Source: an optimization exercise on an open RTL-to-GDS flow (aim: small area). Production flows keep margins and buffers that such runs may drop.
Function was checked by simulation only, so behaviour that the tests miss may differ from the original.
Power figures rest on the tool's default switching activity, not on a simulated workload.

## flow/config.mk

```make
export PLATFORM = sky130hd
export DESIGN_NAME = sidAudioPath
export DESIGN_NICKNAME = sidAudioPath
export VERILOG_FILES = /design/flow/design.v
export SDC_FILE = /design/flow/constraint.sdc
export NUM_CORES = 4
export LEC_CHECK = 0
export CAP_MARGIN = 0
export CORE_MARGIN = 2
export CORE_UTILIZATION = 40
export GPL_TIMING_DRIVEN = 0
export SLEW_MARGIN = 0
```

## flow/constraint.sdc

```tcl
create_clock -name core_clock -period 25.0 [get_ports {clk}]
set_input_delay 5.0000 -clock core_clock [delete_from_list [all_inputs] [get_ports {clk}]]
set_output_delay 5.0000 -clock core_clock [all_outputs]
set_load 0.01 [all_outputs]
```

## flow/design.v

```verilog
package sidPkg;
  typedef enum logic [1:0] {
    modeBypass   = 2'd0,   
    modeLowpass  = 2'd1,   
    modeHighpass = 2'd2    
  } filterMode_t;
  typedef logic signed [15:0] sample_t;   
  typedef logic signed [16:0] wide_t;     
  typedef logic signed [11:0] voice_t;    
  function automatic wide_t satWide(input logic signed [17:0] x);
    if (x[17] != x[16]) begin
      satWide = x[17] ? 17'h10000 : 17'h0ffff;   
    end else begin
      satWide = x[16:0];
    end
  endfunction
endpackage
`timescale 1ns/1ps
module sidAudioPath (
  input  logic                   clk,
  input  logic                   rst,
  input  logic                   sampleValid,
  input  sidPkg::voice_t         voice0,
  input  sidPkg::voice_t         voice1,
  input  sidPkg::voice_t         voice2,
  input  logic [7:0]             env0,
  input  logic [7:0]             env1,
  input  logic [7:0]             env2,
  input  logic [3-1:0] filterRoute,
  input  sidPkg::filterMode_t    mode,
  input  logic [15:0]            coef,
  input  logic [3:0]             volume,
  output sidPkg::sample_t        audioOut,
  output logic                   audioValid
);
  logic [11:0] v0, v1, v2;
  logic [7:0]  e0, e1, e2;    
  logic [2:0]  route;
  logic signed [15:0] H;      
  logic signed [17:0] acc;    
  logic signed [15:0] lp;     
  logic [4:0] c, ce;          
  logic       half, busy, accPend, cPend;
  logic [2:0] rt;             
  logic [1:0] nDin, nF;
  logic [2:0] grp;
  logic [1:0] vIdx;
  logic       inF, isX, inFilt, isP, inD, inVol, isVoice;
  logic       opFirst, voiceLast, accStep, filtLast, cStep;
  logic [2:0] filtPair;
  assign rt      = (filterRoute & {3{sampleValid}}) | (route & {3{~sampleValid}});
  assign nDin    = {1'b0, ~filterRoute[0]} + {1'b0, ~filterRoute[1]} + {1'b0, ~filterRoute[2]};
  assign nF      = {1'b0, route[0]} + {1'b0, route[1]} + {1'b0, route[2]};
  assign ce      = {c[4], c[3:2] | (nDin & {2{sampleValid}}), c[1:0]};
  assign inF     = ~half & ~ce[4] & ~(ce[3] & ce[2]);
  assign isX     = ~half & (ce == 5'd12);
  assign inFilt  = ~half & (ce >= 5'd13) & (ce <= 5'd20);
  assign isP     = ~half & (ce == 5'd21);
  assign inD     = half & ~(ce[4] & ce[3] & ce[2]);
  assign inVol   = half & ce[4] & ce[3] & ce[2];
  assign isVoice = inF | inD;
  assign opFirst = (isVoice & (ce[1:0] == 2'd0)) | (~half & (ce == 5'd13)) | (half & (ce == 5'd28));
  assign voiceLast = isVoice & (ce[1:0] == 2'd3);
  assign accStep = accPend;
  assign cStep   = cPend;
  assign filtLast = ~half & (ce == 5'd20);
  assign filtPair = ce[2:0] + 3'd3;    
  assign grp = half ? ~route : rt;
  always_comb begin
    case (ce[3:2])
      2'd2:    vIdx = grp[2] ? 2'd2 : (grp[1] ? 2'd1 : 2'd0);
      2'd1:    vIdx = (grp[2] & grp[1]) ? 2'd1 : 2'd0;
      default: vIdx = 2'd0;
    endcase
  end
  always_ff @(posedge clk) begin
    if (rst) begin
      c    <= '0;
      half <= 1'b0;
      busy <= 1'b0;
    end else if (busy | sampleValid) begin
      busy <= 1'b1;
      c    <= ce + 5'd1;
      if (isP) begin
        c    <= {1'b1, nF, 2'b00};
        half <= 1'b1;
      end
      if (half & (ce == 5'd29)) begin
        c    <= '0;
        half <= 1'b0;
        busy <= 1'b0;
      end
    end
  end
  always_ff @(posedge clk) begin
    accPend    <= voiceLast;
    cPend      <= isP;
    audioValid <= ~rst & busy & half & (ce == 5'd29);
  end
  logic signed [17:0] aOp, bOp, sum, res;
  logic               cin, zero, clipOn;
  logic signed [15:0] clip;
  assign zero   = rst | sampleValid;
  assign clipOn = ~accStep | inVol;
  always_comb begin
    aOp = (isP | zero) ? {{2{lp[15]}}, lp} : acc;
    bOp = '0;
    cin = 1'b0;
    if (zero | inFilt) begin
      bOp = ~{{2{lp[15]}}, lp};
      cin = 1'b1;
    end else if (accStep | isP) begin
      bOp = {{2{H[15]}}, H};
    end
  end
  rca #(18) aluAdd (.a(aOp), .b(bOp), .cin(cin), .s(sum));
  always_comb begin
    if (clipOn && !sum[17] && (sum[16] || sum[15]))      res = 18'sh07fff;
    else if (clipOn && sum[17] && !(sum[16] && sum[15])) res = -18'sh08000;
    else                                                 res = sum;
  end
  assign clip = res[15:0];
  logic [11:0]        vSel;
  logic [7:0]         eSel;
  logic signed [15:0] M;
  logic [1:0]         bits;
  logic signed [15:0] hEff;
  logic signed [17:0] mExt, row1, engSum;
  logic signed [15:0] engOut;
  logic [11:0] v0n, v1n, v2n;
  logic [7:0]  e0n, e1n, e2n;
  assign v0n = (voice0 & {12{sampleValid}}) | (v0 & {12{~sampleValid}});
  assign v1n = (voice1 & {12{sampleValid}}) | (v1 & {12{~sampleValid}});
  assign v2n = (voice2 & {12{sampleValid}}) | (v2 & {12{~sampleValid}});
  assign e0n = sampleValid ? {env0[1:0], env0[7:2]} : {e0[1:0], e0[7:2]};
  assign e1n = sampleValid ? {env1[1:0], env1[7:2]} : {e1[1:0], e1[7:2]};
  assign e2n = sampleValid ? {env2[1:0], env2[7:2]} : {e2[1:0], e2[7:2]};
  always_comb begin
    case (vIdx)
      2'd0:    begin vSel = v0n; eSel = e0n; end
      2'd1:    begin vSel = v1n; eSel = e1n; end
      default: begin vSel = v2n; eSel = e2n; end
    endcase
  end
  always_comb begin
    if (inF)         bits = eSel[7:6];
    else if (inD)    bits = eSel[3:2];            
    else if (inFilt) bits = coef[2*filtPair +: 2];
    else if (inVol)  bits = ce[0] ? volume[3:2] : volume[1:0];
    else             bits = 2'b00;
  end
  assign M      = isVoice ? {vSel, 4'b0000} : clip;
  assign hEff   = opFirst ? 16'sd0 : H;
  assign mExt   = {{2{M[15]}}, M};
  rca #(18) engAdd1 (.a({{2{hEff[15]}}, hEff}), .b(bits[0] ? mExt : 18'sd0), .cin(1'b0), .s(row1));
  rca #(18) engAdd2 (.a(row1), .b(bits[1] ? {mExt[16:0], 1'b0} : 18'sd0), .cin(1'b0), .s(engSum));
  assign engOut = engSum[17:2];
  always_ff @(posedge clk) begin
    v0    <= v0n;
    v1    <= v1n;
    v2    <= v2n;
    if (sampleValid) route <= filterRoute;
    e0    <= e0n;
    e1    <= e1n;
    e2    <= e2n;
    H <= engOut;
  end
  always_ff @(posedge clk) begin
    if (sampleValid | accStep | (filtLast & (mode == 2'd2)) | (isP & (mode == 2'd1)) |
        (cStep & (mode[0] == mode[1]))) begin
      acc <= res;
    end
  end
  always_ff @(posedge clk) begin
    if (rst | isP) lp <= clip;
  end
  assign audioOut = H;
endmodule
module rca #(parameter int W = 16) (
  input  logic [W-1:0] a,
  input  logic [W-1:0] b,
  input  logic         cin,
  output logic [W-1:0] s
);
  logic [W:0] c;
  assign c[0] = cin;
  for (genvar i = 0; i < W; i++) begin : gBit
    assign s[i]   = a[i] ^ b[i] ^ c[i];
    assign c[i+1] = (a[i] & b[i]) | (a[i] & c[i]) | (b[i] & c[i]);
  end
endmodule
```

## flow/flow/run.sh

```bash
#!/bin/bash
# Standard ORFS layout (standard.sh) with these changes:
#  - synthesis: flow/synth.tcl, the standard flow's synthesis script without the quick ABC pass before the
#    adder extraction and with an area-oriented final ABC
#    mapping (flow/area.abc); flip-flops are mapped before that step, as in the standard one
#  - port buffers use the smallest buffer, sky130_fd_sc_hd__buf_1 (every port is still buffered)
#  - clock tree synthesis with a clkbuf_8 root, clkbuf_4 leaves and no dummy loads
# The make output goes to flow_make.log; ORFS writes each tool's log under orfs/logs/.
set -euo pipefail
here=$(pwd)
export MY_ABC_SCRIPT="$here/flow/area.abc"
export BUFFER_PORTS_ARGS="-buffer_cell sky130_fd_sc_hd__buf_1"
export CTS_ARGS="-sink_clustering_enable -repair_clock_nets -root_buf sky130_fd_sc_hd__clkbuf_8 -buf_list sky130_fd_sc_hd__clkbuf_4 -dont_use_dummy_load"
bash standard.sh SYNTH_SCRIPT="$here/flow/synth.tcl" finish > flow_make.log 2>&1
```

## flow/flow/area.abc

```
strash
dch
amap -m -F 8 -A 8
strash
dch
amap -m -F 8 -A 8
topo
dnsize -c
```

## flow/flow/synth.tcl

```tcl
# The standard flow's synthesis script (synth_recipe.tcl) with two changes to the combinational mapping:
#  - the fine stage of Yosys's synth runs without its quick ABC pass (-noabc), so that
#    extract_fa still finds the ripple adders' full adders;
#  - the final ABC technology mapping, which runs after the flip-flops are mapped, uses
#    flow/area.abc (area-oriented mapping with amap) in place of ORFS's delay-oriented script.
# The registers (names and cells) are the standard synthesis's.
proc synth {args} {
  if { [lsearch -exact $args fine:] >= 0 } { lappend args -noabc }
  yosys synth -nofsm -noshare {*}$args
}
proc abc {args} {
  set i [lsearch -exact $args -script]
  if { $i >= 0 } { lset args [expr {$i + 1}] $::env(MY_ABC_SCRIPT) }
  yosys abc {*}$args
}
source $::env(SCRIPTS_DIR)/synth.tcl
# left out here: clear keep_hierarchy, flatten, clean up, hide names made inside functions, write 1_2_yosys.v
```

## flow/standard.sh

```bash
#!/bin/bash
# synth_recipe.tcl (not shown) runs the flow's synth.tcl, then flattens the netlist and writes it again
# the make line also repeats each setting of config.mk as NAME=value (left out here)
make -C /OpenROAD-flow-scripts/flow DESIGN_CONFIG=/design/flow/config.mk WORK_HOME=/design/flow/orfs CLKGATE_MAP_FILE= SYNTH_SCRIPT=/design/flow/synth_recipe.tcl "${@:-finish}"
```

==> results of run 1 <==
[flip-flops by register name (all words and copies together) (netlist names)]
signal / cells
acc: 18
H: 16
lp: 16
v0: 12
v1: 12
v2: 12
e0: 8
e1: 8
e2: 8
c: 5
route: 3
accPend: 1
audioValid: 1
busy: 1
cPend: 1
half: 1
[layer usage]
metal  vias to the layer above  share of wire, %  routed length (um)
li1                       2315                 -                   -
met1                      2430                44                6811
met2                       168                47                7325
met3                        24               7.2                1122
met4                         0               1.4                 217
met5                         -                 0                   0
[power breakdown]
part           internal [W]  total [W]  switching [W]  leakage, nW
clock network     0.0000333  0.0000955      0.0000621       0.0808
registers          0.000306   0.000331      0.0000252         1.08
logic              0.000163   0.000431       0.000268         1.60
total              0.000503   0.000858       0.000355         2.76
[metrics by stage]
stage | worst slack [ns] | instance area (um^2) | utilization [%]
2_1_floorplan | 0.01952 | 6081 | -
3_5_place_dp | -3.065 | 6840 | 45.50
5_1_grt | -0.004343 | 7098 | 47.22
4_1_cts | 0.1130 | 7020 | 46.70
3_3_place_gp | -6.311 | 6706 | 44.61
6_report | 0.8588 | 7098 | 47.22
[layout by cell type, fill, tap and decap left out, drive strengths merged, types with 31 or more instances in the layout]
| master | n |
|---|---|
| dfxtp | 86 |
| edfxtp | 37 |
| a22o | 75 |
| o22ai | 34 |
| nor2 | 59 |
| buf | 120 |
| clkinv | 59 |
| o21ai | 43 |
| nand2 | 31 |
| fa | 49 |
[area by class of cell]
class                   count  area share [%]
inverters                  62           3.578
flip-flops and latches    123           39.91
multi-input cells         361           43.35
clock buffers              17           1.886
repair buffers            120           7.968
well taps                 188           3.314
[path summary, 6_finish.rpt]
| path | from | to | slack, ns | cells past startpoint |
|---|---|---|---|---|
| setup / recovery | filterRoute[1] | H[15] | 0.86 | 55 |
| hold / removal | e1[2] | e1[0] | 0.44 | 1 |
| setup reg to reg | c[0] | H[15] | 5.22 | 52 |
| hold reg to reg | e1[2] | e1[0] | 0.44 | 1 |
[kinds of logic (layout without fill, tap and decap cells)]
kind of cell | count (synthesis) | count (layout)
AOI/OAI and AO/OA | 194 | 194
xor gates and xnor gates | 1 | 1
adders and majority gates | 62 | 62
buffers and inverters | 62 | 199
DFF | 123 | 123
and+or+nand+nor | 104 | 104
[what timing repair did]
item,in CTS,in global routing
pin swaps,1,1
setup buffers,1,5
resized for setup,10,8
endpoints found under the setup margin,7,3
==> impl_results.md, run 1 <==
* GR met2 Demand/Resource at 32.43%
* Antenna cell count at 0
* CTS tree: done
* Area Growth Syn to Fin at 16.80%
* Synthesized area at 6077 um^2
* Hold buffers post-CTS at 0
* Hold violation count in the final report at 0
* Mux contribution to synthesized area at 0%
* Largest net degree at the start of global routing at 65
* M1 GR Usage at 26.19%
* Sequential share of the synthesized area at 46.61%
* Startpoint Class: input pin
* Number of global-route vias before repair at 5024
* WHS at 0.4439 ns
* Antenna viol nets, final at 0
* Global routing's busiest layer: met2
* Endpoints failing setup at 0
* Least-Margin Pin Slew at 1.357 ns
* Row count at 45
* Avg WL per Cell at 17.77 um
* Core Footprint at 15030 um^2
* WL final at 15.48 mm
* Nets at between 800 and 900
* Cell Count Post-Placement at 847
* Synthesized flop and latch total at 123
* Post-synthesis cell count at 546
* PortBufs at 104
* Clock Sinks at 123
* Multi-input gate area at 3077 um^2
* CP top delay family: adder cells
* M3 GR Usage at 5.318%
* Slew Limit Headroom at 9.183%
* Most common cell on crit path: fa_1
* Crit-path max cell delay at 0.51 ns
* Total negative slack at 0 ns
* Adder-Cell Fraction of Synth Area at 18.82%
* Top cell type by total area after synthesis: dfxtp_1
* Clk pin slew, worst setup/hold paths at 0.09 ns
* VDD IR-drop max at 0.00004894 V
* Mapped Nets at 696
* Post-synth top area share at 28.33%
* Synth async-reset ratio at 0%
* Crit-path max FO at 17
* Full die area at between 15000 and 20000 um^2
* Clk Latency, worst-skew pair at about 0.42 ns
* Minimum clock period after layout at roughly 24 ns
* EDFF count, synth at 37
* Crit Path Category: in -> reg
* DRT Pass-1 Iters at 5
* Hold Crit Class: reg -> reg
* Via count at between 4000 and 5000
* Tcrit/Tclk final at around 97%
* Main synth FF type: dfxtp_1
* Top achievable clock speed at slightly above 40 MHz
* Max Cap Viol at 0
* Post-synth top cells: dfxtp_1, a22o_1, clkinv_1
* Vias per cell at 5.668
* Final Power at roughly 0.00086 W
* Buf/Inv on CP at 4
* Maximum buffer depth of the clock tree at 2
* Status: finished clean
* Arr. time, crit path at 24.48 ns
* CTS buffer count at 17
* Synth area leaders: dfxtp_1, edfxtp_1, fa_1, a22o_1, clkinv_1
* HPWL after DPL at 10.92 mm
* Count leader, synth: dfxtp_1
* Worst EP required at about 25 ns
* Placer Congestion at about 0.9
* Leakage at 2.757 nW
* Power Dens Cells at between 100 and 150 nW/um^2
* Antenna violations before repair at 0
* CTS H-tree lvls at 4
* Synth Warn # at 1
* Slowest CP cell: fa_1
* Flip-flop and latch area at 2833 um^2
* Fraction of layout instances using a drive strength above 1 at 6.881%
* Drt drc at 0
* Initial Utilization at 40.42%
* Syn Area/Cell at roughly 11 um^2
* Largest family of logic cells by synthesized area: compound AO/OA/AOI/OAI gates
* Chip width at between 100 and 150 um
* Synth Area in Compound Gates at 23.68%
* DRT iter0 DRCs at 378
* I/O pins at 105
* Post-synthesis xor/xnor area fraction at 0.1441%
* Crit. End Element: register
* Synth cell types at 34
* Die Ht at around 130 um
* Total GRT Usage at 19.97%
* Congestion Overflow GR at 0
* Synth Area in Simple Gates at under 10%
* Final non-filler cell total at 871
* Fill cell count at approximately 1400
* Max-slew violation count at 0
* First-pass GRT wire length at 25.32 mm
* CTS root buffer: clkbuf_8
* Clock skew at 0.03467 ns
==> run 2, diff against run 1 <==
--- a/flow/design.v
+++ b/flow/design.v
@@ -40,53 +40,59 @@
   logic signed [17:0] acc;    
   logic signed [15:0] lp;     
-  logic [4:0] c, ce;          
-  logic       half, busy, accPend, cPend;
+  localparam logic [2:0] PH_F = 3'd0, PH_FILT = 3'd1, PH_P = 3'd2, PH_D = 3'd3, PH_VOL = 3'd4;
+  logic [2:0] ph;
+  logic [2:0] sc;             
+  logic [2:0] left;           
+  logic       busy, accPend, cPend;
   logic [2:0] rt;             
-  logic [1:0] nDin, nF;
-  logic [2:0] grp;
-  logic [1:0] vIdx;
-  logic       inF, isX, inFilt, isP, inD, inVol, isVoice;
+  logic [2:0] cand;           
+  logic [2:0] vOne;           
+  logic       inF, isX, inFilt, isP, inD, inVol, isVoice, run;
   logic       opFirst, voiceLast, accStep, filtLast, cStep;
   logic [2:0] filtPair;
   assign rt      = (filterRoute & {3{sampleValid}}) | (route & {3{~sampleValid}});
-  assign nDin    = {1'b0, ~filterRoute[0]} + {1'b0, ~filterRoute[1]} + {1'b0, ~filterRoute[2]};
-  assign nF      = {1'b0, route[0]} + {1'b0, route[1]} + {1'b0, route[2]};
-  assign ce      = {c[4], c[3:2] | (nDin & {2{sampleValid}}), c[1:0]};
-  assign inF     = ~half & ~ce[4] & ~(ce[3] & ce[2]);
-  assign isX     = ~half & (ce == 5'd12);
-  assign inFilt  = ~half & (ce >= 5'd13) & (ce <= 5'd20);
-  assign isP     = ~half & (ce == 5'd21);
-  assign inD     = half & ~(ce[4] & ce[3] & ce[2]);
-  assign inVol   = half & ce[4] & ce[3] & ce[2];
+  assign cand    = left & ((ph == PH_D) ? ~rt : rt);
+  assign vOne    = {cand[2] & ~cand[1] & ~cand[0], cand[1] & ~cand[0], cand[0]};
+  assign isX     = (ph == PH_F) & (cand == 3'd0);
+  assign inF     = (ph == PH_F) & ~isX;
+  assign inFilt  = ph == PH_FILT;
+  assign isP     = ph == PH_P;
+  assign inD     = ph == PH_D;
+  assign inVol   = ph == PH_VOL;
   assign isVoice = inF | inD;
-  assign opFirst = (isVoice & (ce[1:0] == 2'd0)) | (~half & (ce == 5'd13)) | (half & (ce == 5'd28));
-  assign voiceLast = isVoice & (ce[1:0] == 2'd3);
+  assign run     = busy | sampleValid;
+  assign opFirst = sc == 3'd0;
+  assign voiceLast = isVoice & (sc[1:0] == 2'd3);
   assign accStep = accPend;
   assign cStep   = cPend;
-  assign filtLast = ~half & (ce == 5'd20);
-  assign filtPair = ce[2:0] + 3'd3;    
-  assign grp = half ? ~route : rt;
-  always_comb begin
-    case (ce[3:2])
-      2'd2:    vIdx = grp[2] ? 2'd2 : (grp[1] ? 2'd1 : 2'd0);
-      2'd1:    vIdx = (grp[2] & grp[1]) ? 2'd1 : 2'd0;
-      default: vIdx = 2'd0;
-    endcase
-  end
+  assign filtLast = inFilt & (sc == 3'd7);
+  assign filtPair = sc;
   always_ff @(posedge clk) begin
-    if (rst) begin
-      c    <= '0;
-      half <= 1'b0;
+    if (rst | ~run) begin
+      ph   <= PH_F;
+      sc   <= '0;
+      left <= 3'b111;
       busy <= 1'b0;
-    end else if (busy | sampleValid) begin
-      busy <= 1'b1;
-      c    <= ce + 5'd1;
+    end else begin
+      busy    <= 1'b1;
+      sc      <= sc + 3'd1;
+      if (voiceLast) begin
+        left <= left & ~vOne;
+        sc   <= '0;
+        if ((cand & ~vOne) == 3'd0) ph <= inF ? PH_F : PH_VOL;
+      end
+      if (isX) begin
+        ph <= PH_FILT;
+        sc <= '0;
+      end
+      if (filtLast) ph <= PH_P;
       if (isP) begin
-        c    <= {1'b1, nF, 2'b00};
-        half <= 1'b1;
+        ph <= ((left & ~route) == 3'd0) ? PH_VOL : PH_D;
+        sc <= '0;
       end
-      if (half & (ce == 5'd29)) begin
-        c    <= '0;
-        half <= 1'b0;
+      if (inVol & sc[0]) begin
+        ph   <= PH_F;
+        sc   <= '0;
+        left <= 3'b111;
         busy <= 1'b0;
       end
@@ -94,7 +100,7 @@
   end
   always_ff @(posedge clk) begin
-    accPend    <= voiceLast;
-    cPend      <= isP;
-    audioValid <= ~rst & busy & half & (ce == 5'd29);
+    accPend    <= run & voiceLast;
+    cPend      <= run & isP;
+    audioValid <= ~rst & busy & inVol & sc[0];
   end
   logic signed [17:0] aOp, bOp, sum, res;
@@ -137,9 +143,6 @@
   assign e2n = sampleValid ? {env2[1:0], env2[7:2]} : {e2[1:0], e2[7:2]};
   always_comb begin
-    case (vIdx)
-      2'd0:    begin vSel = v0n; eSel = e0n; end
-      2'd1:    begin vSel = v1n; eSel = e1n; end
-      default: begin vSel = v2n; eSel = e2n; end
-    endcase
+    vSel = ({12{vOne[0]}} & v0n) | ({12{vOne[1]}} & v1n) | ({12{vOne[2]}} & v2n);
+    eSel = ({8{vOne[0]}} & e0n) | ({8{vOne[1]}} & e1n) | ({8{vOne[2]}} & e2n);
   end
   always_comb begin
@@ -147,5 +150,5 @@
     else if (inD)    bits = eSel[3:2];            
     else if (inFilt) bits = coef[2*filtPair +: 2];
-    else if (inVol)  bits = ce[0] ? volume[3:2] : volume[1:0];
+    else if (inVol)  bits = sc[0] ? volume[3:2] : volume[1:0];
     else             bits = 2'b00;
   end
--- a/flow/flow/run.sh
+++ b/flow/flow/run.sh
@@ -11,4 +11,4 @@
 export MY_ABC_SCRIPT="$here/flow/area.abc"
 export BUFFER_PORTS_ARGS="-buffer_cell sky130_fd_sc_hd__buf_1"
-export CTS_ARGS="-sink_clustering_enable -repair_clock_nets -root_buf sky130_fd_sc_hd__clkbuf_8 -buf_list sky130_fd_sc_hd__clkbuf_4 -dont_use_dummy_load"
+export CTS_ARGS="-repair_clock_nets -root_buf sky130_fd_sc_hd__clkbuf_8 -buf_list sky130_fd_sc_hd__clkbuf_4 -dont_use_dummy_load"
 bash standard.sh SYNTH_SCRIPT="$here/flow/synth.tcl" finish > flow_make.log 2>&1
--- a/flow/config.mk
+++ b/flow/config.mk
@@ -9,4 +9,4 @@
 export CORE_MARGIN = 2
 export CORE_UTILIZATION = 40
-export GPL_TIMING_DRIVEN = 0
+export CTS_BUF_LIST = sky130_fd_sc_hd__clkbuf_4
 export SLEW_MARGIN = 0
==> impl_results.md, run 2 <==
* Status: finished clean
* Slew Limit Headroom at 36.03%
* Main synth FF type: dfxtp_1
* Synthesized flop and latch total at 126
* Full die area at 15900 um^2
* Clk pin slew, worst setup/hold paths at roughly 0.10 ns
* Count leader, synth: dfxtp_1
* WL final at roughly 15 mm
* Clk Latency, worst-skew pair at 0.42 ns
* VDD IR-drop max at 0.00005428 V
* Total negative slack at 0 ns
* Tcrit/Tclk final at approximately nine tenths
* Die Ht at 126.1 um
* Top achievable clock speed at between 40 and 50 MHz
* HPWL after DPL at 11.08 mm
* Drt drc at 0
* Synth area leaders: dfxtp_1, edfxtp_1, fa_1, a22o_1, nor2_1
* Arr. time, crit path at 23.02 ns
* Placement Setup Slack at 1.775 ns
* Clk network pwr share at between 10% and 20%
* Crit-path max FO at 17
* Synth async-reset ratio at 0%
* Antenna viol nets, final at 0
* Synth cell types at 27
* Congestion Overflow GR at 0
* Commonest non-fill, non-tap cell in the layout: buf_1
* Initial Utilization at 41.03%
* CTS H-tree lvls at 4
* Synth Warn # at 1
* Post-synth top cells: dfxtp_1, a22o_1, nor2_1
* Vias per cell at 5.551
* PortBufs at 104
* Post-synthesis cell count at 537
* Resized cells post-CTS at 0
* Startpoint Class: input pin
* M3 GR Usage at under 10%
* CTS buffer count at 17
* Total GRT Usage at 19.82%
* Antenna cell count at 0
* Postcts setup bufs at 0
* Max reg flops at 18
* Core Footprint at about 15000 um^2
* Global routing's busiest layer: met2
* Post-synth top area share at 29.88%
* Combinational share of power at 42.7%
* Setup crit end: H[15]
* Endpoints failing setup at 0
* Clock Sinks at approximately 130
* Leakage at 2.668 nW
* Antenna violations before repair at 0
* Chip width at approximately 130 um
* Max Cap Viol at 0
* CTS tree: done
* Sequential share of the synthesized area at just under 50%
* Synthesized area at ~6000 um^2
* DRT iter0 DRCs at 360
* Sw Share at just under 40%
* DRT Pass-1 Iters at 6
* Worst Reg2Reg Path Length in Cells at 53
* Most frequent cells in the layout: buf_1, dfxtp_1, a22o_1, nor2_1, clkinv_1
* GR met2 Demand/Resource at 32.19%
* Power Internal at 0.0004457 W
* Hold violation count in the final report at 0
* Largest Register: acc
* Biggest regs: acc (18), H (16), lp (16)
* Maximum buffer depth of the clock tree at 2
* CTS root buffer: clkbuf_8
* Area Growth Syn to Fin at 14.77%
* Fraction of layout instances using a drive strength above 1 at approximately 5.2%
* Clock skew at 0.03809 ns
* Hold Crit Class: reg -> reg
* Nets at about 820
* Top cell type by total area after synthesis: dfxtp_1
* Worst EP required at 25.35 ns
* Crit-path max cell delay at 0.53 ns
* Power Dens Cells at 107.0 nW/um^2
* Crit Path Category: in -> reg
* Worst R2R Start: ph[1]
* Crit. End Element: register
* Minimum clock period after layout at 22.68 ns
* Mapped Nets at between 600 and 700
* Largest net degree at the start of global routing at between 60 and 70
* Most common cell on crit path: fa_1
* Number of global-route vias before repair at ~5000
* Switching Power at around 0.00029 W
* Max-slew violation count at 0
* Avg WL per Cell at roughly 17 um
* Final worst slack at between 2 and 2.5 ns
* RSZ-0062 raised after global routing: false
* Least-Margin Pin Slew at 0.9568 ns
* Critical path origin: rst
* M1 GR Usage at 25.66%
* Via count at 4763
* First-pass GRT wire length at 24.94 mm
* EDFF count, synth at 37
* Hold buffers post-CTS at 0
* Syn Area/Cell at between 10 and 15 um^2
* I/O pins at 105
* Final Power at between 0.0007 and 0.0008 W
* Sequential share of power at 44.3%
* WHS at 0.4562 ns
* Placer Congestion at 0.8485
* Row count at 44
* Setup slack, reg-to-reg at 5.96 ns
* Slowest CP cell: fa_1
* R2R Path End: H[15]
## run 2: changes by cell type after synthesis, moves of 5 or more
cell,previous run,this run
clkinv_1,62,57
o22ai_1,34,29
o21ai_0,43,34
ha_1,13,5
nor2_1,59,72
## run 2: logic make-up (layout without fill, tap and decap cells)
family / after synthesis / count (layout) / synth area share, %
buf+inv: 57 / 194 / 3.588
flops: 126 / 126 / 48.51
simple gates: 120 / 120 / 8.204
compound gates: 182 / 182 / 22.87
fa+ha+maj: 52 / 52 / 16.83
## run 2: layer usage
metal,part of all wire [%],up-vias
met5,0,-
met4,1.8,0
li1,-,2275
met1,43,2316
met3,6.2,22
met2,49,150
## run 2: worst max-delay path: cells and delay by family
| family | cells | cell delay, ns |
|---|---|---|
| adders and majority gates | 34 | 15.19 |
| AOI/OAI and AO/OA | 7 | 1.30 |
| buffers and inverters | 4 | 0.84 |
| and+or+nand+nor | 7 | 0.68 |
## run 2: cell type report
cell class	instances	area, um^2
multi-input combinational	354	2861
sequential	126	2893
fill	1419	7690
timing repair buffer	120	511.7
tap	184	230.2
clock buffer	17	133.9
inverter	57	214.0
## run 2: worst min path at each step
stage	start	end	slack, ns	cells past startpoint
finish	e0[2]	e0[0]	0.46	1
global route	e0[2]	e0[0]	0.48	1
CTS	e0[2]	e0[0]	0.46	1
detailed placement	e1[3]	e1[1]	0.43	1
global placement	e2[7]	e2[5]	0.43	1
floorplan	e0[2]	e0[0]	0.42	1
## run 2: power by group through the flow
stage / Clock, W / Combinational [W] / Sequential, W
after floorplan: 0 / 0.000202 / 0.000326
after global placement: 0 / 0.000310 / 0.000329
after detailed placement: 0 / 0.000316 / 0.000329
after CTS: 0.0000987 / 0.000319 / 0.000325
after global routing: 0.000106 / 0.000357 / 0.000330
final: 0.0000949 / 0.000313 / 0.000325
## run 2: through the flow
stage               cells  instance area (um^2)  utilization [%]
CTS                   858                  6844            47.09
global route          858                  6844            47.09
finish                858                  6844            47.09
detailed placement    841                  6710            46.17
floorplan             537                  5963                -
global placement      841                  6710            46.17
==> run 3, diff against run 2 <==
--- a/flow/flow/run.sh
+++ b/flow/flow/run.sh
@@ -11,4 +11,4 @@
 export MY_ABC_SCRIPT="$here/flow/area.abc"
 export BUFFER_PORTS_ARGS="-buffer_cell sky130_fd_sc_hd__buf_1"
-export CTS_ARGS="-repair_clock_nets -root_buf sky130_fd_sc_hd__clkbuf_8 -buf_list sky130_fd_sc_hd__clkbuf_4 -dont_use_dummy_load"
+export CTS_ARGS="-sink_clustering_enable -repair_clock_nets -root_buf sky130_fd_sc_hd__clkbuf_8 -buf_list sky130_fd_sc_hd__clkbuf_8 -dont_use_dummy_load -sink_clustering_size 32 -sink_clustering_max_diameter 300 -sink_clustering_levels 1"
 bash standard.sh SYNTH_SCRIPT="$here/flow/synth.tcl" finish > flow_make.log 2>&1
==> impl_results.md, run 3 <==
* Status: finished clean
* Multi-input gate area at around 2900 um^2
* Flip-flop and latch area at between 2000 and 3000 um^2
* Antenna violations before repair at 0
* Fill cell count at 1408
* Clock Sinks at roughly 130
* Synthesized flop and latch total at roughly 130
* Chip width at 126.1 um
* RSZ-0062 raised after global routing: false
* Total GRT Usage at 19.81%
* Placer Congestion at 0.8485
* Resized cells post-CTS at 0
* Met3 wire len at about 800 um
* Setup slack, reg-to-reg at 5.94 ns
* HPWL after DPL at 11.08 mm
* Number of global-route vias before repair at about 5000
* Full die area at 15900 um^2
* Mapped Nets at 677
* Cell Count Post-Placement at 841
* Arr. time, crit path at 23.04 ns
* Crit-path max cell delay at roughly 0.53 ns
* Hold Crit Class: reg -> reg
* Via count at about 4800
* Crit Path Category: in -> reg
* Vias per cell at 5.542
* Largest net degree at the start of global routing at 68
* Row count at 44
* Minimum clock period after layout at 22.68 ns
* Initial Utilization at 41.03%
* Most frequent cells in the layout: buf_1, dfxtp_1, a22o_1, nor2_1, clkinv_1
* CTS H-tree lvls at 4
* Drt drc at 0
* PortBufs at 104
* CTS root buffer: clkbuf_8
* Total negative slack at 0 ns
* Sequential share of the synthesized area at 48.51%
* Commonest non-fill, non-tap cell in the layout: buf_1
* Endpoints failing setup at 0
* Startpoint Class: input pin
* Postcts setup bufs at 0
* Synth Area in Compound Gates at 22.87%
* Count leader, synth: dfxtp_1
* Max Cap Viol at 0
* Biggest regs: acc (18), H (16), lp (16)
* Crit. End Element: register
* Main synth FF type: dfxtp_1
* Max reg flops at 18
* Hold buffers post-CTS at 0
* Synthesized area at 5963 um^2
* Slew Limit Headroom at 35.88%
* Adder-Cell Fraction of Synth Area at 16.83%
* Core Footprint at roughly 15000 um^2
* Clock skew at between 0.02 and 0.025 ns
* Tcrit/Tclk final at about 91%
* CTS tree: done
* Maximum buffer depth of the clock tree at 2
* Hold violation count in the final report at 0
* Syn Area/Cell at between 10 and 15 um^2
* Synth async-reset ratio at 0%
* Largest Register: acc
* Area Growth Syn to Fin at 16.45%
* Final Power at 0.0007644 W
* EDFF count, synth at 37
* First-pass GRT wire length at around 25 mm
* Final non-filler cell total at roughly 860
* Leakage at 2.710 nW
* Fraction of layout instances using a drive strength above 1 at 5.193%
* Least-Margin Pin Slew at 0.9592 ns
* Top sig layer: met4
* Met2 wire length at 7.394 mm
* Crit-path max FO at 17
* Clk pin slew, worst setup/hold paths at 0.07 ns
* Most common cell on crit path: fa_1
* Nets at 816
* Slowest CP cell: fa_1
* Synth area leaders: dfxtp_1, edfxtp_1, fa_1, a22o_1, nor2_1
* Post-synthesis xor/xnor area fraction at 0%
* Post-synthesis cell count at 537
* DRT met1 WL at 6.575 mm
* VDD IR-drop max at 0.00005492 V
* Top achievable clock speed at between 40 and 50 MHz
* Antenna cell count at 0
* Mux contribution to synthesized area at 0%
* Congestion Overflow GR at 0
* Antenna viol nets, final at 0
* Top cell type by total area after synthesis: dfxtp_1
* I/O pins at ~110
* Post-synth top area share at 29.88%
* Avg WL per Cell at 17.58 um
* Clk Latency, worst-skew pair at 0.44 ns
* Synth cell types at 27
* Largest family of logic cells by synthesized area: compound AO/OA/AOI/OAI gates
* Post-synth top cells: dfxtp_1, a22o_1, nor2_1
* DRT iter0 DRCs at 316
* Power Dens Cells at ~110 nW/um^2
* Synth Area in Simple Gates at 8.204%
* Worst EP required at 25.36 ns
* WL final at 15.08 mm
* Max-slew violation count at 0
* CTS buffer count at 17
* Die Ht at 126.1 um
* Synth Warn # at 1
* DRT Pass-1 Iters at 7
-- run 3: changes by cell type in the layout (fill, tap and decap cells not counted) --
cell / change
clkbuf_4: -16
clkbuf_8: +16
-- run 3: area by class of cell --
| class | count | area share, % |
|---|---|---|
| clock buffers | 17 | 3.369 |
| inverters | 57 | 3.081 |
| multi-input cells | 354 | 41.21 |
| flip-flops and latches | 126 | 41.66 |
| well taps | 184 | 3.315 |
| repair buffers | 120 | 7.369 |
-- run 3: stage by stage --
step | setup slack (ns) | area [um^2] | utilization [%] | hold WS [ns]
5_1_grt | 1.427 | 6944 | 47.78 | 0.4693
3_5_place_dp | 1.775 | 6710 | 46.17 | 0.4326
4_1_cts | 2.275 | 6944 | 47.78 | 0.4482
2_1_floorplan | 1.281 | 5963 | - | 0.4195
6_report | 2.321 | 6944 | 47.78 | 0.4482
3_3_place_gp | 2.213 | 6710 | 46.17 | 0.4260
-- run 3: final timing paths --
kind,from,end,cells after the start
max,rst,H[15],52
min,e0[2],e0[0],1
max reg2reg,ph[1],H[15],53
min reg2reg,e0[2],e0[0],1
-- run 3: critical path: cells and delay by family --
family	cells	cell delay (ns)
AOI/OAI and AO/OA	7	1.30
adders and majority gates	34	15.18
buffers and inverters	4	0.85
and+or+nand+nor	7	0.68
-- run 3: cell families after synthesis --
kind of cell	Yosys count
AOI/OAI and AO/OA	182
adders and majority gates	52
buffers and inverters	57
DFF	126
and+or+nand+nor	120
-- run 3: routing by layer --
metal  global-route usage, %  vias up
li1                        -     2265
met1                   25.58     2329
met2                   32.23      140
met3                   5.395       21
met4                   6.917        0
met5                       0        -
-- run 3: power breakdown --
| group | total [W] | leakage (nW) | switching [W] | internal (W) |
|---|---|---|---|---|
| logic | 0.000313 | 1.48 | 0.000201 | 0.000112 |
| registers | 0.000325 | 1.10 | 0.0000245 | 0.000301 |
| clock network | 0.000126 | 0.122 | 0.0000662 | 0.0000596 |
==> run 4, diff against run 3 <==
--- a/flow/flow/run.sh
+++ b/flow/flow/run.sh
@@ -11,4 +11,4 @@
 export MY_ABC_SCRIPT="$here/flow/area.abc"
 export BUFFER_PORTS_ARGS="-buffer_cell sky130_fd_sc_hd__buf_1"
-export CTS_ARGS="-sink_clustering_enable -repair_clock_nets -root_buf sky130_fd_sc_hd__clkbuf_8 -buf_list sky130_fd_sc_hd__clkbuf_8 -dont_use_dummy_load -sink_clustering_size 32 -sink_clustering_max_diameter 300 -sink_clustering_levels 1"
+export CTS_ARGS="-sink_clustering_enable -repair_clock_nets -root_buf sky130_fd_sc_hd__clkbuf_8 -buf_list sky130_fd_sc_hd__clkbuf_4 -dont_use_dummy_load"
 bash standard.sh SYNTH_SCRIPT="$here/flow/synth.tcl" finish > flow_make.log 2>&1
--- a/flow/config.mk
+++ b/flow/config.mk
@@ -9,4 +9,4 @@
 export CORE_MARGIN = 2
 export CORE_UTILIZATION = 40
-export CTS_BUF_LIST = sky130_fd_sc_hd__clkbuf_4
+export GPL_TIMING_DRIVEN = 0
 export SLEW_MARGIN = 0
==> impl_results.md, run 4 <==
* Hold violation count in the final report at 0
* DP Area at 6690 um^2
* R2R Path End: H[15]
* Hold buffers post-CTS at 0
* Synthesized flop and latch total at 126
* Power Dens Cells at between 100 and 150 nW/um^2
* CTS H-tree lvls at 4
* Tcrit/Tclk final at 96.22%
* Initial Utilization at 41.03%
* Synth Warn # at 1
* Avg WL per Cell at 17.85 um
* I/O pins at 105
* RSZ-0062 raised after global routing: false
* Cell Count Post-Placement at 832
* Top achievable clock speed at 41.57 MHz
* Biggest regs: acc (18), H (16), lp (16)
* Setup crit end: H[15]
* Synthesized area at 5963 um^2
* Count leader, synth: dfxtp_1
* Antenna violations before repair at 0
* Sw Share at roughly two fifths
* DRT Pass-1 Iters at 6
* Core Footprint at 14530 um^2
* Switching Power at 0.0002790 W
* Post-synthesis cell count at 537
* Crit-path max FO at 19
* Nets at 808
* VDD IR-drop max at 0.00004160 V
* Synth cell types at 27
* Clk pin slew, worst setup/hold paths at 0.10 ns
* Endpoints failing setup at 0
* Crit. End Element: register
* Slowest CP cell: or2_1
* Main synth FF type: dfxtp_1
* Drt drc at 0
* Congestion Overflow GR at 0
* Crit Path Category: in -> reg
* Total negative slack at 0 ns
* Antenna viol nets, final at 0
* Post-synth top area share at 29.88%
* Crit-path max cell delay at 0.56 ns
* Worst EP required at between 20 and 30 ns
* CTS tree: done
* EDFF count, synth at 37
* Clock Sinks at 126
* Chip width at 126.1 um
* WL final at 15.18 mm
* Final non-filler cell total at 850
* PortBufs at 104
* Max-slew violation count at 0
* Multi-input gate area at 2883 um^2
* Clk network pwr share at 13.2%
* Clk Latency, worst-skew pair at 0.42 ns
* Largest net degree at the start of global routing at 64
* Placement Setup Slack at -1.812 ns
* Sequential share of the synthesized area at 48.51%
* Status: finished clean
* Final core occ at 47.07%
* Fraction of layout instances using a drive strength above 1 at 5.105%
* Area Growth Syn to Fin at 14.73%
* First-pass GRT wire length at 24.53 mm
* Setup slack, reg-to-reg at approximately 4.7 ns
* Synth area leaders: dfxtp_1, edfxtp_1, fa_1, a22o_1, nor2_1
* Fill cell count at 1396
* Sequential share of power at 44.9%
* Design Area, Final at around 7000 um^2
* Max Cap Viol at 0
* Final worst slack at 0.9450 ns
* Antenna cell count at 0
* Least-Margin Pin Slew at about 1.3 ns
* Clock skew at roughly 0.04 ns
* Minimum clock period after layout at 24.05 ns
* Leakage at 2.652 nW
* Combinational share of power at 42.0%
* Flip-flop and latch area at about 2900 um^2
* Most common cell on crit path: fa_1
* CTS root buffer: clkbuf_8
* Row count at 44
* Post-synth top cells: dfxtp_1, a22o_1, nor2_1
* Max reg flops at 18
* Full die area at 15900 um^2
* Most frequent cells in the layout: buf_1, dfxtp_1, a22o_1, nor2_1, clkinv_1
* Via count at 4805
* CTS buffer count at 17
* Worst Reg2Reg Path Length in Cells at 51
* Arr. time, crit path at 24.38 ns
* Vias per cell at 5.653
* Total GRT Usage at 19.57%
* Hold Crit Class: reg -> reg
* Slew Limit Headroom at 12.94%
* Startpoint Class: input pin
* Number of global-route vias before repair at 4902
* Critical path origin: rst
* Hold path start: e1[2]
* Die Ht at 126.1 um
* Mapped Nets at 677
* Syn Area/Cell at 11.10 um^2
* Maximum buffer depth of the clock tree at 2
* Power Internal at 0.0004433 W
* Synth async-reset ratio at 0%
* Commonest non-fill, non-tap cell in the layout: buf_1
* Top cell type by total area after synthesis: dfxtp_1
* Placer Congestion at 0.8044
* Largest Register: acc
* DRT iter0 DRCs at 343
* HPWL after DPL at 10.88 mm
* Worst R2R Start: ph[1]
## run 4: cell counts after synthesis
No cell type changed its count.
## run 4: critical path: cells and delay by family
kind	cells	cell delay, ns
compound gates	7	1.97
simple gates	7	1.43
fa+ha+maj	34	15.42
buf+inv	2	0.54
## run 4: worst min-delay path by stage
stage	depth (start not counted)	endpoint	slack [ns]
CTS	1	e2[1]	0.46
detailed placement	1	e1[4]	0.42
global route	1	e2[4]	0.47
floorplan	1	e0[0]	0.42
finish	1	e1[0]	0.46
global placement	1	e2[5]	0.43
## run 4: layer usage
layer  GRT usage, %  share of wire [%]
met2          32.04                 48
met4          6.658                1.3
met1          24.81                 44
met5              0                  0
met3          5.905                6.4
## run 4: cells by family after synthesis
group / synth area share, %
AOI/OAI and AO/OA: 22.87
DFF: 48.51
and+or+nand+nor: 8.204
buffers and inverters: 3.588
adders and majority gates: 16.83
## run 4: power by group through the flow
| stage | logic [W] | clock network, W | registers, W |
|---|---|---|---|
| global route | 0.000349 | 0.000107 | 0.000328 |
| detailed placement | 0.000301 | 0 | 0.000328 |
| global placement | 0.000283 | 0 | 0.000326 |
| floorplan | 0.000202 | 0 | 0.000326 |
| CTS | 0.000306 | 0.0000986 | 0.000324 |
| finish | 0.000303 | 0.0000951 | 0.000324 |
## run 4: what timing repair did
action	4_1_cts	5_1_grt
setup buffers	1	0
pin swaps	1	0
gates resized for setup	1	1
setup endpoints to repair	4	1
## run 4: final cells by class
class | instances | share of cell area, %
repair buffers | 112 | 7.059
clock buffers | 17 | 1.957
inverters | 57 | 3.200
multi-input cells | 354 | 42.14
flip-flops and latches | 126 | 42.28
well taps | 184 | 3.365
## run 4: metrics by stage
| step | hold WS, ns | power (W) |
|---|---|---|
| global route | 0.4738 | 0.0007835 |
| detailed placement | 0.4243 | 0.0006295 |
| floorplan | 0.4195 | 0.0005284 |
| CTS | 0.4630 | 0.0007284 |
| global placement | 0.4264 | 0.0006099 |
| finish | 0.4610 | 0.0007223 |
==> run 5, diff against run 4 <==
--- a/flow/config.mk
+++ b/flow/config.mk
@@ -9,4 +9,4 @@
 export CORE_MARGIN = 2
 export CORE_UTILIZATION = 40
-export GPL_TIMING_DRIVEN = 0
+export CTS_BUF_LIST = sky130_fd_sc_hd__clkbuf_4
 export SLEW_MARGIN = 0
==> impl_results.md, run 5 <==
* Max Cap Viol at 0
* Top cell type by total area after synthesis: dfxtp_1
* Arr. time, crit path at around 23 ns
* CTS buffer count at 17
* Crit Path Category: in -> reg
* Power Dens Cells at 107.0 nW/um^2
* Synthesized area at 5963 um^2
* Drt drc at 0
* DRT Pass-1 Iters at 6
* Fraction of layout instances using a drive strength above 1 at 5.193%
* R2R Path End: H[15]
* Setup crit end: H[15]
* Hold violation count in the final report at 0
* Count leader, synth: dfxtp_1
* Full die area at 15900 um^2
* Most common cell on crit path: fa_1
* Worst Reg2Reg Path Length in Cells at 53
* Initial Utilization at 41.03%
* First-pass GRT wire length at 24.94 mm
* Worst EP required at about 25 ns
* Largest net degree at the start of global routing at between 60 and 70
* Antenna violations before repair at 0
* CTS H-tree lvls at 4
* Avg WL per Cell at approximately 17 um
* Most frequent cells in the layout: buf_1, dfxtp_1, a22o_1, nor2_1, clkinv_1
* Resized cells post-CTS at 0
* Via count at 4763
* Chip width at 126.1 um
* Endpoints failing setup at 0
* Post-synthesis cell count at 537
* Met2 wire length at 7.362 mm
* Max reg flops at 18
* Biggest regs: acc (18), H (16), lp (16)
* Core Footprint at about 15000 um^2
* HPWL after DPL at 11.08 mm
* Minimum clock period after layout at 22.68 ns
* Clock skew at 0.03809 ns
* Row count at 44
* Vias per cell at 5.551
* Max-slew violation count at 0
* Worst R2R Start: ph[1]
* Postcts setup bufs at 0
* Synth cell types at 27
* Tcrit/Tclk final at 90.71%
* Maximum buffer depth of the clock tree at 2
* WL final at between 10 and 15 mm
* Mapped Nets at ~680
* Area Growth Syn to Fin at 14.77%
* Top sig layer: met4
* Synthesized flop and latch total at approximately 130
* Syn Area/Cell at 11.10 um^2
* Synth area leaders: dfxtp_1, edfxtp_1, fa_1, a22o_1, nor2_1
* CTS tree: done
* Hold buffers post-CTS at 0
* Clk Latency, worst-skew pair at around 0.42 ns
* Nets at 816
* DRT met1 WL at around 6.4 mm
* Clock Sinks at 126
* RSZ-0062 raised after global routing: false
* Number of global-route vias before repair at 4981
* VDD IR-drop max at 0.00005428 V
* Post-synth top cells: dfxtp_1, a22o_1, nor2_1
* Placer Congestion at 0.8485
* Slew Limit Headroom at between 30% and 40%
* Sequential share of the synthesized area at 48.51%
* I/O pins at approximately 110
* Clk pin slew, worst setup/hold paths at 0.10 ns
* Startpoint Class: input pin
* Synth Warn # at 1
* Crit-path max FO at 17
* Met3 wire len at 934 um
* Crit-path max cell delay at 0.53 ns
* DRT iter0 DRCs at 360
* Setup slack, reg-to-reg at 5.96 ns
* PortBufs at 104
* Crit. End Element: register
* Status: finished clean
* Largest Register: acc
* Slowest CP cell: fa_1
* Least-Margin Pin Slew at 0.9568 ns
* Congestion Overflow GR at 0
* Final core occ at 47.09%
* Total negative slack at 0 ns
* Die Ht at 126.1 um
* Hold Crit Class: reg -> reg
* Critical path origin: rst
* Post-synth top area share at 29.88%
* Commonest non-fill, non-tap cell in the layout: buf_1
* Leakage at 2.668 nW
* Antenna cell count at 0
* EDFF count, synth at 37
* Main synth FF type: dfxtp_1
* CTS root buffer: clkbuf_8
* Top achievable clock speed at 44.10 MHz
* Total GRT Usage at 19.82%
* Synth async-reset ratio at 0%
* Antenna viol nets, final at 0
[run 5: layout make-up]
type	count	area, um^2
Clock buffer	17	133.9
Multi-Input combinational cell	354	2861
Tap cell	184	230.2
Fill cell	1419	7690
Sequential cell	126	2893
Inverter	57	214.0
Timing Repair Buffer	120	511.7
[run 5: cells by family (layout without fill, tap and decap cells)]
kind of cell / after synthesis / after routing / share of synthesized area (%)
flip-flops: 126 / 126 / 48.51
adder cells (fa/ha/maj): 52 / 52 / 16.83
AO/OA/AOI/OAI: 182 / 182 / 22.87
buffers and inverters: 57 / 194 / 3.588
AND/OR/NAND/NOR: 120 / 120 / 8.204
[run 5: worst min-delay path by stage]
stage	from	endpoint	slack [ns]	depth (start not counted)
6_report	e0[2]	e0[0]	0.46	1
5_1_grt	e0[2]	e0[0]	0.48	1
4_1_cts	e0[2]	e0[0]	0.46	1
3_5_place_dp	e1[3]	e1[1]	0.43	1
3_3_place_gp	e2[7]	e2[5]	0.43	1
2_1_floorplan	e0[2]	e0[0]	0.42	1
[run 5: metal layers]
layer | vias to the layer above | GRT usage, %
li1 | 2275 | -
met3 | 22 | 5.523
met4 | 0 | 6.658
met1 | 2316 | 25.66
met5 | - | 0
met2 | 150 | 32.19
[run 5: where the power goes]
part           switching (W)  internal [W]  leakage (nW)
combinational       0.000201      0.000112          1.48
clock              0.0000615     0.0000333        0.0808
sequential         0.0000245      0.000300          1.10
total               0.000287      0.000446          2.67
[run 5: per-stage QoR]
step | total power [W] | cells | hold WS [ns] | setup WS (ns) | area, um^2
6_report | 0.0007324 | 858 | 0.4562 | 2.323 | 6844
5_1_grt | 0.0007936 | 858 | 0.4793 | 1.435 | 6844
4_1_cts | 0.0007425 | 858 | 0.4561 | 2.265 | 6844
3_5_place_dp | 0.0006450 | 841 | 0.4326 | 1.775 | 6710
3_3_place_gp | 0.0006390 | 841 | 0.4260 | 2.213 | 6710
2_1_floorplan | 0.0005284 | 537 | 0.4195 | 1.281 | 5963
[run 5: critical path: cells and delay by family]
| kind | cells | cell delay, ns |
|---|---|---|
| and+or+nand+nor | 7 | 0.68 |
| AOI/OAI and AO/OA | 7 | 1.30 |
| buffers and inverters | 4 | 0.84 |
| adders and majority gates | 34 | 15.19 |
==> run 6, diff against run 5 <==
--- a/flow/config.mk
+++ b/flow/config.mk
@@ -8,5 +8,6 @@
 export CAP_MARGIN = 0
 export CORE_MARGIN = 2
-export CORE_UTILIZATION = 40
+export CORE_UTILIZATION = 60
 export CTS_BUF_LIST = sky130_fd_sc_hd__clkbuf_4
+export PLACE_DENSITY = 0.75
 export SLEW_MARGIN = 0
==> impl_results.md, run 6 <==
* Max Cap Viol at 0
* CTS root buffer: clkbuf_8
* I/O pins at 105
* Hold Crit Class: reg -> reg
* WHS at 0.4431 ns
* Die Ht at between 100 and 150 um
* Area Growth Syn to Fin at 13.70%
* Number of global-route vias before repair at 4967
* Top achievable clock speed at 43.81 MHz
* Syn Area/Cell at 11.10 um^2
* Slowest CP cell: fa_1
* Post-synth top area share at between 20% and 30%
* Crit Path Category: in -> reg
* Leakage at ~2.7 nW
* Max-slew violation count at 0
* First-pass GRT wire length at ~23 mm
* Initial Utilization at 61.29%
* Synthesized area at a little under 6000 um^2
* Largest Register: acc
* Fraction of layout instances using a drive strength above 1 at 5.193%
* CTS H-tree lvls at 4
* Sequential share of the synthesized area at 48.51%
* Count leader, synth: dfxtp_1
* Crit. End Element: register
* Via count at approximately 4700
* Hold buffers post-CTS at 0
* Chip width at 103.7 um
* Congestion Overflow GR at 0
* Clock Sinks at 126
* Commonest non-fill, non-tap cell in the layout: buf_1
* Minimum clock period after layout at 22.83 ns
* Post-synthesis cell count at 537
* Placement Setup Slack at around 1.6 ns
* Power Dens Cells at around 110 nW/um^2
* Hold violation count in the final report at 0
* PortBufs at 104
* Avg WL per Cell at about 17 um
* Final Power at 0.0007276 W
* VDD IR-drop max at slightly below 0.00006 V
* Startpoint Class: input pin
* Least-Margin Pin Slew at 0.9395 ns
* Endpoints failing setup at 0
* Synth cell types at 27
* Synth area leaders: dfxtp_1, edfxtp_1, fa_1, a22o_1, nor2_1
* DRT iter0 DRCs at 300
* Top cell type by total area after synthesis: dfxtp_1
* WL final at 13.77 mm
* EDFF count, synth at 37
* Slew Limit Headroom at 37.19%
* Antenna violations before repair at 0
* Post-synth top cells: dfxtp_1, a22o_1, nor2_1
* Mapped Nets at just under 700
* Resized cells post-CTS at 0
* Total negative slack at 0 ns
* Synth Warn # at 1
* Antenna cell count at 0
* Antenna viol nets, final at 0
* Max reg flops at 18
* RSZ-0062 raised after global routing: false
* Clk Latency, worst-skew pair at about 0.41 ns
* Status: finished clean
* DRT Pass-1 Iters at 5
* Core Footprint at 9729 um^2
* Most common cell on crit path: fa_1
* Placer Congestion at approximately 0.88
* Worst EP required at 25.35 ns
* Tcrit/Tclk final at 91.31%
* Largest net degree at the start of global routing at 68
* Biggest regs: acc (18), H (16), lp (16)
* Fill cell count at 823
* CTS tree: done
* Full die area at 10750 um^2
* Crit-path max FO at 17
* Arr. time, crit path at 23.18 ns
* Total GRT Usage at 27.25%
* Clk pin slew, worst setup/hold paths at 0.11 ns
* Final core occ at roughly 70%
* Main synth FF type: dfxtp_1
* Postcts setup bufs at 0
* Most frequent cells in the layout: buf_1, dfxtp_1, a22o_1, nor2_1, clkinv_1
* Nets at 816
* CTS buffer count at 17
* Crit-path max cell delay at between 0.5 and 0.6 ns
* Vias per cell at 5.880
* Clock skew at 0.03647 ns
* Synth async-reset ratio at 0%
* Drt drc at 0
* HPWL after DPL at 10.20 mm
* Maximum buffer depth of the clock tree at 2
* Final worst slack at 2.173 ns
* Synthesized flop and latch total at approximately 130
* Row count at 36
## run 6: cell counts after synthesis
Identical to the previous run, type by type.
## run 6: final timing paths
kind         cells after the start  slack (ns)  endpoint  startpoint
max                             52        2.17     H[15]         rst
max reg2reg                     52        6.33     H[15]       ph[1]
min reg2reg                      1        0.44     e0[4]       e0[6]
min                              1        0.44     e0[4]       e0[6]
## run 6: layout make-up
class	count	area [um^2]	area share [%]
Tap cell	133	166.4	2.454
Sequential cell	126	2893	42.66
Clock buffer	17	133.9	1.975
Inverter	57	214.0	3.156
Timing Repair Buffer	120	511.7	7.548
Multi-Input combinational cell	354	2861	42.20
## run 6: through the flow
stage          area [um^2]  std cells
2_1_floorplan         5963        537
3_3_place_gp          6646        790
3_5_place_dp          6646        790
4_1_cts               6780        807
5_1_grt               6780        807
6_report              6780        807
## run 6: power breakdown
| part | leakage, nW | total, W | switching (W) | internal [W] |
|---|---|---|---|---|
| registers | 1.10 | 0.000323 | 0.0000231 | 0.000300 |
| clock network | 0.0808 | 0.0000937 | 0.0000604 | 0.0000333 |
| logic | 1.48 | 0.000311 | 0.000199 | 0.000112 |
## run 6: per-layer routing
| layer | routed length, um | global-route usage, % |
|---|---|---|
| met5 | 0 | 0 |
| met4 | 308 | 9.942 |
| met3 | 953 | 7.489 |
| met2 | 7111 | 47.59 |
| met1 | 5391 | 32.32 |
## run 6: logic make-up (layout without fill, tap and decap cells)
group | Yosys count | after routing | share of synthesized area, %
and+or+nand+nor | 120 | 120 | 8.204
AOI/OAI and AO/OA | 182 | 182 | 22.87
DFF | 126 | 126 | 48.51
adders and majority gates | 52 | 52 | 16.83
buffers and inverters | 57 | 194 | 3.588
## run 6: critical path, delay by kind of cell
family                   cells  cell delay, ns
AND/OR/NAND/NOR              6            1.02
adder cells (fa/ha/maj)     34           15.14
AO/OA/AOI/OAI                8            1.37
buffers and inverters        4            0.70
==> run 7, diff against run 6 <==
--- a/flow/flow/run.sh
+++ b/flow/flow/run.sh
@@ -11,4 +11,5 @@
 export MY_ABC_SCRIPT="$here/flow/area.abc"
 export BUFFER_PORTS_ARGS="-buffer_cell sky130_fd_sc_hd__buf_1"
+export DONT_USE_CELLS="sky130_fd_sc_hd__buf_4 sky130_fd_sc_hd__buf_6 sky130_fd_sc_hd__buf_8 sky130_fd_sc_hd__buf_12 sky130_fd_sc_hd__buf_16"
 export CTS_ARGS="-sink_clustering_enable -repair_clock_nets -root_buf sky130_fd_sc_hd__clkbuf_8 -buf_list sky130_fd_sc_hd__clkbuf_4 -dont_use_dummy_load"
 bash standard.sh SYNTH_SCRIPT="$here/flow/synth.tcl" finish > flow_make.log 2>&1
--- a/flow/config.mk
+++ b/flow/config.mk
@@ -8,6 +8,5 @@
 export CAP_MARGIN = 0
 export CORE_MARGIN = 2
-export CORE_UTILIZATION = 60
+export CORE_UTILIZATION = 40
 export CTS_BUF_LIST = sky130_fd_sc_hd__clkbuf_4
-export PLACE_DENSITY = 0.75
 export SLEW_MARGIN = 0
==> impl_results.md, run 7 <==
* PortBufs at roughly 100
* Core Footprint at 14530 um^2
* Max-slew violation count at 0
* CTS tree: done
* Clk Latency, worst-skew pair at 0.42 ns
* WL final at 15.00 mm
* Crit-path max FO at 17
* Most frequent cells in the layout: buf_1, dfxtp_1, a22o_1, nor2_1, clkinv_1
* Sequential share of the synthesized area at about half
* Slew Limit Headroom at a little over a third
* Max Cap Viol at 0
* Full die area at 15900 um^2
* Buf/Inv on CP at 4
* Via count at 4763
* CTS buffer count at 17
* Synthesized flop and latch total at 126
* Biggest regs: acc (18), H (16), lp (16)
* RSZ-0062 raised after global routing: false
* Synth Warn # at 1
* Top achievable clock speed at approximately 44 MHz
* Vias per cell at 5.551
* Hold Crit Class: reg -> reg
* Max reg flops at 18
* Final core occ at a little under half
* Avg WL per Cell at around 17 um
* VDD IR-drop max at ~0.000054 V
* Hold path start: e0[2]
* Fraction of layout instances using a drive strength above 1 at 5.193%
* Total negative slack at 0 ns
* Congestion Overflow GR at 0
* Number of global-route vias before repair at 4981
* CTS root buffer: clkbuf_8
* Drt drc at 0
* Postcts setup bufs at 0
* Crit-path max cell delay at 0.53 ns
* Main synth FF type: dfxtp_1
* Synthesized area at slightly below 6000 um^2
* Placement Setup Slack at between 1.5 and 2 ns
* Final worst slack at 2.323 ns
* Leakage at about 2.7 nW
* Least-Margin Pin Slew at ~0.96 ns
* CP top delay family: adder cells
* Post-synth top area share at 29.88%
* Synth area leaders: dfxtp_1, edfxtp_1, fa_1, a22o_1, nor2_1
* Largest Register: acc
* Worst EP required at 25.35 ns
* Post-synth top cells: dfxtp_1, a22o_1, nor2_1
* Syn Area/Cell at ~11 um^2
* Critical path origin: rst
* Commonest non-fill, non-tap cell in the layout: buf_1
* Minimum clock period after layout at 22.68 ns
* HPWL after DPL at roughly 11 mm
* Clock Sinks at 126
* EDFF count, synth at 37
* I/O pins at 105
* Antenna violations before repair at 0
* Power Dens Cells at 107.0 nW/um^2
* Clock skew at 0.03809 ns
* Post-synthesis cell count at between 500 and 600
* Largest net degree at the start of global routing at 68
* Area Growth Syn to Fin at 14.77%
* Synth cell types at 27
* Nets at 816
* Synth async-reset ratio at 0%
* Antenna cell count at 0
* Arr. time, crit path at 23.02 ns
* Row count at 44
* Worst R2R Start: ph[1]
* Tcrit/Tclk final at 90.71%
* Antenna viol nets, final at 0
* Placer Congestion at 0.8485
* Crit Path Category: in -> reg
* Endpoints failing setup at 0
* First-pass GRT wire length at 24.94 mm
* Chip width at between 100 and 150 um
* Count leader, synth: dfxtp_1
* Slowest CP cell: fa_1
* Top cell type by total area after synthesis: dfxtp_1
* Most common cell on crit path: fa_1
* Crit. End Element: register
* Mapped Nets at 677
* DRT Pass-1 Iters at 6
* CTS H-tree lvls at 4
* Clk pin slew, worst setup/hold paths at 0.10 ns
* Resized cells post-CTS at 0
* Hold violation count in the final report at 0
* Status: finished clean
* Total GRT Usage at approximately a fifth
* DRT iter0 DRCs at 360
* Die Ht at approximately 130 um
* Maximum buffer depth of the clock tree at 2
* Startpoint Class: input pin
* Hold buffers post-CTS at 0
* Initial Utilization at between 40% and 50%
[run 7: cell counts after synthesis]
Identical to the previous run, type by type.
[run 7: layout make-up]
cell class,count,area [um^2]
clock buffers,17,133.9
fillers,1419,7690
flip-flops and latches,126,2893
well taps,184,230.2
repair buffers,120,511.7
inverters,57,214.0
multi-input cells,354,2861
[run 7: path summary, 6_finish.rpt]
path            to  slack [ns]  depth (start not counted)
max          H[15]        2.32                         52
min          e0[0]        0.46                          1
max reg2reg  H[15]        5.96                         53
min reg2reg  e0[0]        0.46                          1
[run 7: power breakdown]
| part | switching, W | leakage, nW | internal [W] | total (W) |
|---|---|---|---|---|
| logic | 0.000201 | 1.48 | 0.000112 | 0.000313 |
| clock network | 0.0000615 | 0.0808 | 0.0000333 | 0.0000949 |
| registers | 0.0000245 | 1.10 | 0.000300 | 0.000325 |
[run 7: per-layer routing]
| metal | vias up | part of all wire (%) | wire length [um] | global-route usage [%] |
|---|---|---|---|---|
| met5 | - | 0 | 0 | 0 |
| met1 | 2316 | 43 | 6426 | 25.66 |
| met2 | 150 | 49 | 7362 | 32.19 |
| met3 | 22 | 6.2 | 934 | 5.523 |
| li1 | 2275 | - | - | - |
| met4 | 0 | 1.8 | 273 | 6.658 |
[run 7: logic make-up (layout without fill, tap and decap cells)]
| group | after synthesis | in the layout | share of synthesized area, % |
|---|---|---|---|
| buffers and inverters | 57 | 194 | 3.588 |
| adder cells (fa/ha/maj) | 52 | 52 | 16.83 |
| AND/OR/NAND/NOR | 120 | 120 | 8.204 |
| flip-flops | 126 | 126 | 48.51 |
| AO/OA/AOI/OAI | 182 | 182 | 22.87 |
[run 7: through the flow]
stage / cells / area, um^2 / total power (W) / hold WS, ns
after floorplan: 537 / 5963 / 0.0005284 / 0.4195
after global placement: 841 / 6710 / 0.0006390 / 0.4260
after detailed placement: 841 / 6710 / 0.0006450 / 0.4326
after CTS: 858 / 6844 / 0.0007425 / 0.4561
after global routing: 858 / 6844 / 0.0007936 / 0.4793
final: 858 / 6844 / 0.0007324 / 0.4562

==> port drivers added, routing unchanged <==
How much do the figures lean on ideal ports? The routed layouts below were timed once more, with nothing changed but the port constraints. Step 1, drivers: a clkbuf_16 drives clk and a buf_2 each remaining input, both assumed. Step 2 moves the port delays by t, midway between the first and last clock arrival at a register: inputs arrive t later, outputs are due t later. That takes back most of the time a late clock gives input paths. Slacks: no drivers / after step 1 / after step 2; pairs: no drivers / after step 1.
| run | t, ns | setup slack, ns | slew at the worst register clock pin (ns) | worst slew at a driven data input, ns |
|---|---|---|---|---|
| run 1 | 0.435 | 0.859 / 0.875 / 0.439 | 0.10 / 0.10 | 0.05 |
| run 2 | 0.434 | 2.323 / 2.336 / 1.902 | 0.12 / 0.12 | 0.06 |
| run 3 | 0.457 | 2.321 / 2.334 / 1.877 | 0.08 / 0.08 | 0.05 |
| run 4 | 0.441 | 0.945 / 0.963 / 0.522 | 0.11 / 0.11 | 0.05 |
| run 5 | 0.434 | 2.323 / 2.336 / 1.902 | 0.12 / 0.12 | 0.06 |
| run 6 | 0.424 | 2.173 / 2.183 / 1.759 | 0.11 / 0.11 | 0.04 |
| run 7 | 0.434 | 2.323 / 2.336 / 1.902 | 0.12 / 0.12 | 0.06 |
After both steps every run listed still meets setup and hold. The setup slack of run 3, which loses most, moves by +0.013 ns with the drivers and by -0.444 ns with both steps.
